Background: an optimization exercise with open tools, aiming at small area. Do not read the settings as production practice.
At most, simulation tests tie the RTL to the original design; equivalence was not proved.
Power is estimated from default activity; no workload was simulated.

==> inputs of v2 <==
==> flow/design.v <==
module matrix_stream_host #(
    parameter int DATA_W  = 16,
    parameter int ACC_W   = 32,
    parameter int N       = 4,
    parameter int TIMEOUT = 1024
) (
    input  logic                        clk,
    input  logic                        rst,
    input  logic                        start,
    output logic                        busy,
    output logic                        done,
    output logic                        tlast_err,
    output logic                        timeout,
    output logic                        accel_start,
    input  logic                        ld_we,
    input  logic [$clog2(2*N*N)-1:0]    ld_addr,
    input  logic [DATA_W-1:0]           ld_data,
    input  logic [$clog2(N*N)-1:0]      rd_addr,
    output logic [ACC_W-1:0]            rd_data,
    output logic                        m_axis_tvalid,
    output logic [DATA_W-1:0]           m_axis_tdata,
    input  logic                        m_axis_tready,
    input  logic                        s_axis_tvalid,
    input  logic [ACC_W-1:0]            s_axis_tdata,
    input  logic                        s_axis_tlast,
    output logic                        s_axis_tready
);
    localparam int OPS    = 2 * N * N;
    localparam int RES    = N * N;
    localparam int LD_AW  = $clog2(OPS);
    localparam int RD_AW  = $clog2(RES);
    localparam int RIDX_W = $clog2(RES + 1);
    localparam int WD_W   = $clog2(TIMEOUT);
    localparam int CNT_W  = (WD_W > LD_AW) ? WD_W : LD_AW;
    typedef enum logic [2:0] {
        S_IDLE = 3'd0,
        S_KICK = 3'd1,
        S_SEND = 3'd2,
        S_RECV = 3'd3,
        S_FIN  = 3'd4
    } state_t;
    state_t state;
    state_t state_nx;
    logic [OPS-1:0][DATA_W-1:0] op_buf;
    logic [RES-1:0][ACC_W-1:0]  res_buf;
    logic                       clr_q;
    logic [CNT_W-1:0]  cnt;        
    logic [RIDX_W-1:0] recv_idx;
    logic in_send, in_recv;
    logic m_fire, s_fire;
    logic last_op, last_res, res_full;
    logic wdog_hit;
    assign in_send  = (state == S_SEND);
    assign in_recv  = (state == S_RECV);
    assign m_fire   = in_send && m_axis_tready;
    assign s_fire   = s_axis_tvalid && s_axis_tready;
    assign last_op  = (cnt[LD_AW-1:0] == LD_AW'(OPS - 1));
    assign last_res = (recv_idx == RIDX_W'(RES - 1));
    assign res_full = (recv_idx == RIDX_W'(RES));
    assign wdog_hit = in_recv && !s_fire && (cnt == CNT_W'(TIMEOUT - 1));
    always_comb begin
        m_axis_tdata = '0;
        for (int i = 0; i < OPS; i++)
            if (cnt[LD_AW-1:0] == LD_AW'(i)) m_axis_tdata = m_axis_tdata | op_buf[i];
    end
    logic [RES-1:0] rd_sel;
    always_comb begin
        rd_data = '0;
        for (int i = 0; i < RES; i++) begin
            rd_sel[i] = (rd_addr == RD_AW'(i)) && !clr_q;
            rd_data = rd_data | ({ACC_W{rd_sel[i]}} & res_buf[i]);
        end
    end
    always_ff @(posedge clk or posedge rst) begin
        if (rst) state <= S_IDLE;
        else     state <= state_nx;
    end
    always_comb begin
        state_nx = state;
        case (state)
            S_IDLE: if (start) state_nx = S_KICK;
            S_KICK: state_nx = S_SEND;
            S_SEND: begin
                if (m_fire && last_op)
                    state_nx = (res_full || (s_fire && last_res)) ? S_FIN : S_RECV;
            end
            S_RECV: begin
                if (s_fire && last_res) state_nx = S_FIN;
                else if (wdog_hit)      state_nx = S_FIN;
            end
            S_FIN:   state_nx = S_IDLE;
            default: state_nx = S_IDLE;
        endcase
    end
    always_comb begin
        busy          = 1'b0;
        done          = 1'b0;
        accel_start   = 1'b0;
        m_axis_tvalid = 1'b0;
        s_axis_tready = 1'b0;
        case (state)
            S_KICK: begin
                busy        = 1'b1;
                accel_start = 1'b1;
            end
            S_SEND: begin
                busy          = 1'b1;
                m_axis_tvalid = 1'b1;
                s_axis_tready = !res_full;
            end
            S_RECV: begin
                busy          = 1'b1;
                s_axis_tready = !res_full;
            end
            S_FIN:   done = 1'b1;
            default: ;
        endcase
    end
    always_ff @(posedge clk or posedge rst) begin
        if (rst) cnt <= '0;
        else if (in_send) begin
            if (m_axis_tready) cnt <= last_op ? '0 : cnt + CNT_W'(1);
        end else if (in_recv) begin
            cnt <= s_fire ? '0 : cnt + CNT_W'(1);
        end else cnt <= '0;
    end
    always_ff @(posedge clk or posedge rst) begin
        if (rst)                  recv_idx <= '0;
        else if (state == S_KICK) recv_idx <= '0;
        else if (s_fire)          recv_idx <= recv_idx + RIDX_W'(1);
    end
    always_ff @(posedge clk or posedge rst) begin
        if (rst) begin
            tlast_err <= 1'b0;
            timeout   <= 1'b0;
        end else if (state == S_KICK) begin
            tlast_err <= 1'b0;
            timeout   <= 1'b0;
        end else begin
            if (s_fire && (s_axis_tlast != last_res)) tlast_err <= 1'b1;
            if (wdog_hit)                             timeout   <= 1'b1;
        end
    end
    always_ff @(posedge clk or posedge rst) begin
        if (rst) clr_q <= 1'b1;
        else     clr_q <= 1'b0;
    end
    logic idle_q, act_q;
    always_ff @(posedge clk or posedge rst) begin
        if (rst) begin
            idle_q <= 1'b1;
            act_q  <= 1'b0;
        end else begin
            idle_q <= (state_nx == S_IDLE);
            act_q  <= (state_nx == S_SEND) || (state_nx == S_RECV);
        end
    end
    logic [OPS-1:0] op_we, op_hold;
    always_comb begin
        for (int i = 0; i < OPS; i++) begin
            op_we[i]   = (state == S_IDLE) && ld_we && (ld_addr == LD_AW'(i));
            op_hold[i] = !(idle_q && ld_we && (ld_addr == LD_AW'(i))) && !clr_q;
        end
    end
    always_ff @(posedge clk) begin
        for (int i = 0; i < OPS; i++)
            op_buf[i] <= ({DATA_W{op_we[i]}} & ld_data) | ({DATA_W{op_hold[i]}} & op_buf[i]);
    end
    logic [RES-1:0] res_we, res_hold;
    always_comb begin
        for (int i = 0; i < RES; i++) begin
            res_we[i]   = s_fire && (recv_idx[RD_AW-1:0] == RD_AW'(i));
            res_hold[i] = !(s_axis_tvalid && act_q && !res_full &&
                            (recv_idx[RD_AW-1:0] == RD_AW'(i))) && !clr_q;
        end
    end
    always_ff @(posedge clk) begin
        for (int i = 0; i < RES; i++)
            res_buf[i] <= ({ACC_W{res_we[i]}} & s_axis_tdata) | ({ACC_W{res_hold[i]}} & res_buf[i]);
    end
endmodule
==> flow/flow/run.sh <==
#!/bin/bash
# The standard layout (standard synthesis unchanged), with:
# - CTS dummy loads disabled and explicit sink clustering,
# - minimum-size port buffers,
# - synthesis (ABC) buffers removed at floorplan.
# Each tool's output goes to the ORFS logs; make's output to standard.log.
set -o pipefail
export CTS_ARGS="-sink_clustering_enable -repair_clock_nets -dont_use_dummy_load -sink_clustering_size 16 -sink_clustering_max_diameter 60 -buf_list {sky130_fd_sc_hd__clkbuf_4 sky130_fd_sc_hd__clkbuf_8}"
export REMOVE_ABC_BUFFERS=1
export BUFFER_PORTS_ARGS="-buffer_cell sky130_fd_sc_hd__buf_1"
bash standard.sh > standard.log 2>&1
==> flow/standard.sh <==
#!/bin/bash
# synth_recipe.tcl (not shown) runs the flow's synth.tcl, then flattens the netlist and writes it again
# the make line also repeats each setting of config.mk as NAME=value (left out here)
make -C /OpenROAD-flow-scripts/flow DESIGN_CONFIG=/design/flow/config.mk WORK_HOME=/design/flow/orfs CLKGATE_MAP_FILE= SYNTH_SCRIPT=/design/flow/synth_recipe.tcl "${@:-finish}"
==> flow/config.mk <==
export PLATFORM = sky130hd
export DESIGN_NAME = matrix_stream_host
export DESIGN_NICKNAME = matrix_stream_host
export VERILOG_FILES = /design/flow/design.v
export SDC_FILE = /design/flow/constraint.sdc
export NUM_CORES = 4
export LEC_CHECK = 0
export CAP_MARGIN = 10
export CORE_MARGIN = 2
export CORE_UTILIZATION = 60
export SLEW_MARGIN = 10
==> flow/constraint.sdc <==
create_clock -name core_clock -period 7.0 [get_ports {clk}]
set_input_delay 1.4000 -clock core_clock [delete_from_list [all_inputs] [get_ports {clk}]]
set_output_delay 1.4000 -clock core_clock [all_outputs]
set_load 0.01 [all_outputs]
==> inputs of v12, as changes to v2 <==
==> flow/flow/run.sh (replaced) <==
#!/bin/bash
set -o pipefail
here=$(pwd)
bash standard.sh synth > standard_synth.log 2>&1
export CTS_ARGS="-sink_clustering_enable -repair_clock_nets -dont_use_dummy_load -sink_clustering_size 16 -sink_clustering_max_diameter 60 -buf_list {sky130_fd_sc_hd__clkbuf_4 sky130_fd_sc_hd__clkbuf_8}"
export REMOVE_ABC_BUFFERS=1
export BUFFER_PORTS_ARGS="-buffer_cell sky130_fd_sc_hd__buf_1"
for s in GLOBAL_PLACE RESIZE GLOBAL_ROUTE; do export PRE_${s}_TCL=$here/flow/hooks.tcl; done
bash standard.sh > standard.log 2>&1
==> flow/flow/hooks.tcl (new file) <==
# Keep placement/route repair on the small buffers.
set_dont_use [get_lib_cells {sky130_fd_sc_hd__buf_4 sky130_fd_sc_hd__buf_6 sky130_fd_sc_hd__buf_8 sky130_fd_sc_hd__buf_12 sky130_fd_sc_hd__buf_16 sky130_fd_sc_hd__bufbuf_* sky130_fd_sc_hd__clkdlybuf4* sky130_fd_sc_hd__dlygate* sky130_fd_sc_hd__dlymetal* sky130_fd_sc_hd__clkbuf_4 sky130_fd_sc_hd__clkbuf_8 sky130_fd_sc_hd__clkbuf_16}]
--- a/flow/config.mk
+++ b/flow/config.mk
@@ -7,5 +7,5 @@
 export LEC_CHECK = 0
 export CAP_MARGIN = 10
 export CORE_MARGIN = 2
-export CORE_UTILIZATION = 60
+export CORE_UTILIZATION = 70
 export SLEW_MARGIN = 10
==> inputs of v16, as changes to v2 <==
==> flow/design.v (replaced) <==
module matrix_stream_host #(
    parameter int DATA_W  = 16,
    parameter int ACC_W   = 32,
    parameter int N       = 4,
    parameter int TIMEOUT = 1024
) (
    input  logic                        clk,
    input  logic                        rst,
    input  logic                        start,
    output logic                        busy,
    output logic                        done,
    output logic                        tlast_err,
    output logic                        timeout,
    output logic                        accel_start,
    input  logic                        ld_we,
    input  logic [$clog2(2*N*N)-1:0]    ld_addr,
    input  logic [DATA_W-1:0]           ld_data,
    input  logic [$clog2(N*N)-1:0]      rd_addr,
    output logic [ACC_W-1:0]            rd_data,
    output logic                        m_axis_tvalid,
    output logic [DATA_W-1:0]           m_axis_tdata,
    input  logic                        m_axis_tready,
    input  logic                        s_axis_tvalid,
    input  logic [ACC_W-1:0]            s_axis_tdata,
    input  logic                        s_axis_tlast,
    output logic                        s_axis_tready
);
    localparam int OPS    = 2 * N * N;
    localparam int RES    = N * N;
    localparam int LD_AW  = $clog2(OPS);
    localparam int RD_AW  = $clog2(RES);
    localparam int IDX_W  = $clog2(OPS + 1);
    localparam int RIDX_W = $clog2(RES + 1);
    localparam int WD_W   = $clog2(TIMEOUT + 1);
    typedef enum logic [2:0] {
        S_IDLE = 3'd0,
        S_KICK = 3'd1,
        S_SEND = 3'd2,
        S_RECV = 3'd3,
        S_FIN  = 3'd4
    } state_t;
    state_t state;
    state_t state_nx;
    logic [DATA_W-1:0] op_buf  [OPS];
    logic [ACC_W-1:0]  res_buf [RES];
    logic [IDX_W-1:0]  send_idx;
    logic [RIDX_W-1:0] recv_idx;
    logic [WD_W-1:0]   wdog;
    logic m_fire;
    logic s_fire;
    logic last_op;
    logic last_res;
    logic res_full;
    logic wdog_hit;
    logic tlast_bad;
    assign m_fire    = m_axis_tvalid && m_axis_tready;
    assign s_fire    = s_axis_tvalid && s_axis_tready;
    assign last_op   = (send_idx == IDX_W'(OPS - 1));
    assign last_res  = (recv_idx == RIDX_W'(RES - 1));
    assign res_full  = (recv_idx == RIDX_W'(RES));
    assign wdog_hit  = (state == S_RECV) && !s_fire && (wdog == WD_W'(TIMEOUT - 1));
    assign tlast_bad = s_fire && (s_axis_tlast != last_res);
    assign m_axis_tdata = (int'(send_idx) < OPS) ? op_buf[send_idx[LD_AW-1:0]] : '0;
    assign rd_data      = (int'(rd_addr) < RES) ? res_buf[rd_addr] : '0;
    always_ff @(posedge clk or posedge rst) begin
        if (rst) state <= S_IDLE;
        else     state <= state_nx;
    end
    always_comb begin
        state_nx = state;
        case (state)
            S_IDLE: if (start) state_nx = S_KICK;
            S_KICK: state_nx = S_SEND;
            S_SEND: begin
                if (m_fire && last_op)
                    state_nx = (res_full || (s_fire && last_res)) ? S_FIN : S_RECV;
            end
            S_RECV: begin
                if (s_fire && last_res) state_nx = S_FIN;
                else if (wdog_hit)      state_nx = S_FIN;
            end
            S_FIN:   state_nx = S_IDLE;
            default: state_nx = S_IDLE;
        endcase
    end
    always_comb begin
        busy          = 1'b0;
        done          = 1'b0;
        accel_start   = 1'b0;
        m_axis_tvalid = 1'b0;
        s_axis_tready = 1'b0;
        case (state)
            S_KICK: begin
                busy        = 1'b1;
                accel_start = 1'b1;
            end
            S_SEND: begin
                busy          = 1'b1;
                m_axis_tvalid = 1'b1;
                s_axis_tready = !res_full;
            end
            S_RECV: begin
                busy          = 1'b1;
                s_axis_tready = !res_full;
            end
            S_FIN:   done = 1'b1;
            default: ;
        endcase
    end
    always_ff @(posedge clk or posedge rst) begin
        if (rst)                           send_idx <= '0;
        else if (state == S_KICK)          send_idx <= '0;
        else if (state == S_SEND && m_fire) send_idx <= send_idx + IDX_W'(1);
    end
    always_ff @(posedge clk or posedge rst) begin
        if (rst)                  recv_idx <= '0;
        else if (state == S_KICK) recv_idx <= '0;
        else if (s_fire)          recv_idx <= recv_idx + RIDX_W'(1);
    end
    always_ff @(posedge clk or posedge rst) begin
        if (rst)                            wdog <= '0;
        else if (state != S_RECV || s_fire) wdog <= '0;
        else if (wdog != WD_W'(TIMEOUT))    wdog <= wdog + WD_W'(1);
    end
    always_ff @(posedge clk or posedge rst) begin
        if (rst) begin
            tlast_err <= 1'b0;
            timeout   <= 1'b0;
        end else if (state == S_KICK) begin
            tlast_err <= 1'b0;
            timeout   <= 1'b0;
        end else begin
            if (tlast_bad) tlast_err <= 1'b1;
            if (wdog_hit)  timeout   <= 1'b1;
        end
    end
    always_ff @(posedge clk or posedge rst) begin
        if (rst) begin
            for (int i = 0; i < OPS; i++) op_buf[i] <= '0;
        end else if (state == S_IDLE && ld_we && int'(ld_addr) < OPS) begin
            op_buf[ld_addr] <= ld_data;
        end
    end
    always_ff @(posedge clk or posedge rst) begin
        if (rst) begin
            for (int i = 0; i < RES; i++) res_buf[i] <= '0;
        end else if (s_fire) begin
            res_buf[recv_idx[RD_AW-1:0]] <= s_axis_tdata;
        end
    end
endmodule
==> flow/run.sh (new file) <==
#!/bin/bash
# synth_recipe.tcl (not shown) runs the flow's synth.tcl, then flattens the netlist and writes it again
# the make line also repeats each setting of config.mk as NAME=value (left out here)
make -C /OpenROAD-flow-scripts/flow DESIGN_CONFIG=/design/flow/config.mk WORK_HOME=/design/flow/orfs CLKGATE_MAP_FILE= SYNTH_SCRIPT=/design/flow/synth_recipe.tcl finish
--- a/flow/config.mk
+++ b/flow/config.mk
@@ -5,7 +5,7 @@
 export SDC_FILE = /design/flow/constraint.sdc
 export NUM_CORES = 4
 export LEC_CHECK = 0
-export CAP_MARGIN = 10
+export CAP_MARGIN = 20
 export CORE_MARGIN = 2
-export CORE_UTILIZATION = 60
-export SLEW_MARGIN = 10
+export CORE_UTILIZATION = 40
+export SLEW_MARGIN = 20
removed: flow/flow/run.sh
removed: flow/standard.sh
==> summary.txt <==
Global routing:
- The global-route wire length before repair is 225 mm.

STA:
- The largest clock skew in the final design is ~0.046 ns.
- The number of slew-limit violations in the final report was 15.
- The worst-margin pin slew is 1.50 ns.

Yosys:
- The cell type contributing the most total cell area after synthesis is dfxtp_1.
- The area share of the leading cell type in the synthesized netlist is 52.2%.
- Averaged over all synthesized cells, the footprint is 10.9 sq um.

Route:
- The routed length per placed instance is 36.2 microns.
- The routed design uses 64.1 mm of met2 wire.

Power:
- The power in sequential cells is 0.00639 W.
- The power in the clock group is approximately 0.0029 W.

Worst setup path:
- Walking the worst path, the cells encountered are inv_1 -> ha_1 -> nor4b_2 -> buf_1 -> a22oi_1 -> nand4_1 -> a2111oi_0 -> buf_1 -> nand2_1 -> buf_1.
- The launching element of the worst setup path is cnt[0].

Outcome:
- The flow ran to the end, but the layout failed its checks.
- The checks that failed: max-capacitance violations, max-slew violations.

Run:
- Across the run, the number of max-cap violations was 2.
(the above is from v12)
==> summary.txt <==
STA:
- For the pin with the worst max-slew slack, the measured transition is 1.25 ns.
- The number of slew-limit violations in the final report is 0.
- The final setup violation count is 0.
- The setup TNS after final layout is 0 ns.
- The largest clock skew in the final design is 0.0678 ns.

Run:
- The reported max-cap violation count is 0.

Yosys:
- Of the post-synthesis cell area, the dominant cell type holds 54.9%.
- Summed over all instances, the cell type with the most area after synthesis is dfrtp_1.

Final layout:
- The filler cells instantiated in the layout total approximately 11k.
- Across the whole layout, multi-input logic makes up 37.0% of the cell area.

Route:
- After detailed routing, the met2 layer carries roughly 74 mm of wire.

Outcome:
- The flow ran to the end and the layout has no timing, DRC or antenna violations.

Power:
- The power in the clock group is 0.00643 W.
- Summed over all sequential cells, the power is 0.00892 W.

Worst setup path:
- Traced cell by cell, the critical path runs through inv_1 -> ha_1 -> buf_4 -> nand2_1 -> o211a_1 -> o21ai_1 -> buf_4 -> nor3_1 -> a311oi_1 -> clkdlybuf4s50_1.

Global routing:
- The global-route wire length before repair is 234 mm.
(the above is from v16)
==> summary.txt <==
Outcome:
- The run finished with no timing, DRC or antenna violations.

Power:
- Summed over all sequential cells, the power is between 0.006 and 0.007 W.

Global routing:
- The global-route wire length before repair is 229 mm.

Run:
- Max-cap violations in this run came to 0.

STA:
- The largest clock skew in the final design is 0.0809 ns.
- The number of slew-limit violations in the final report is 0.

Route:
- The routed length per placed instance is 36.3 microns.
- The met2 wirelength from detailed routing is 68.2 mm.

Yosys:
- The cell type contributing the most total cell area after synthesis is dfxtp_1.
(the above is from v2)
Function not checked in v16: the RTL went through the layout flow alone.

## static timing again, ports no longer ideal
No port has a modelled driver above. Below, the same layouts with a new extraction and two added sets of constraints.
Step 1 assumes that a clkbuf_16 drives the clock port and a buf_2 every other input.
Step 2 moves the port delays by t, midway between the first and last clock arrival at a register: inputs arrive t later, outputs are due t later. That takes back most of the time a late clock gives input paths.
Three values: ideal ports, drivers, drivers and shift; two values: the first two.
| run | shift t [ns] | slack for setup (ns) | worst setup path at the end | worst slew at a driven data input, ns | pins driven straight from the clock port |
|---|---|---|---|---|---|
| v2 | 0.778 | 0.945 / 0.874 / 1.463 | input to output | 0.09 | 1 |
| v12 | 0.774 | 0.528 / 0.460 / 1.211 | input to output | 0.09 | 1 |
| v16 | 0.778 | 0.541 / 0.469 / 1.094 | input to output | 0.18 | 1 |
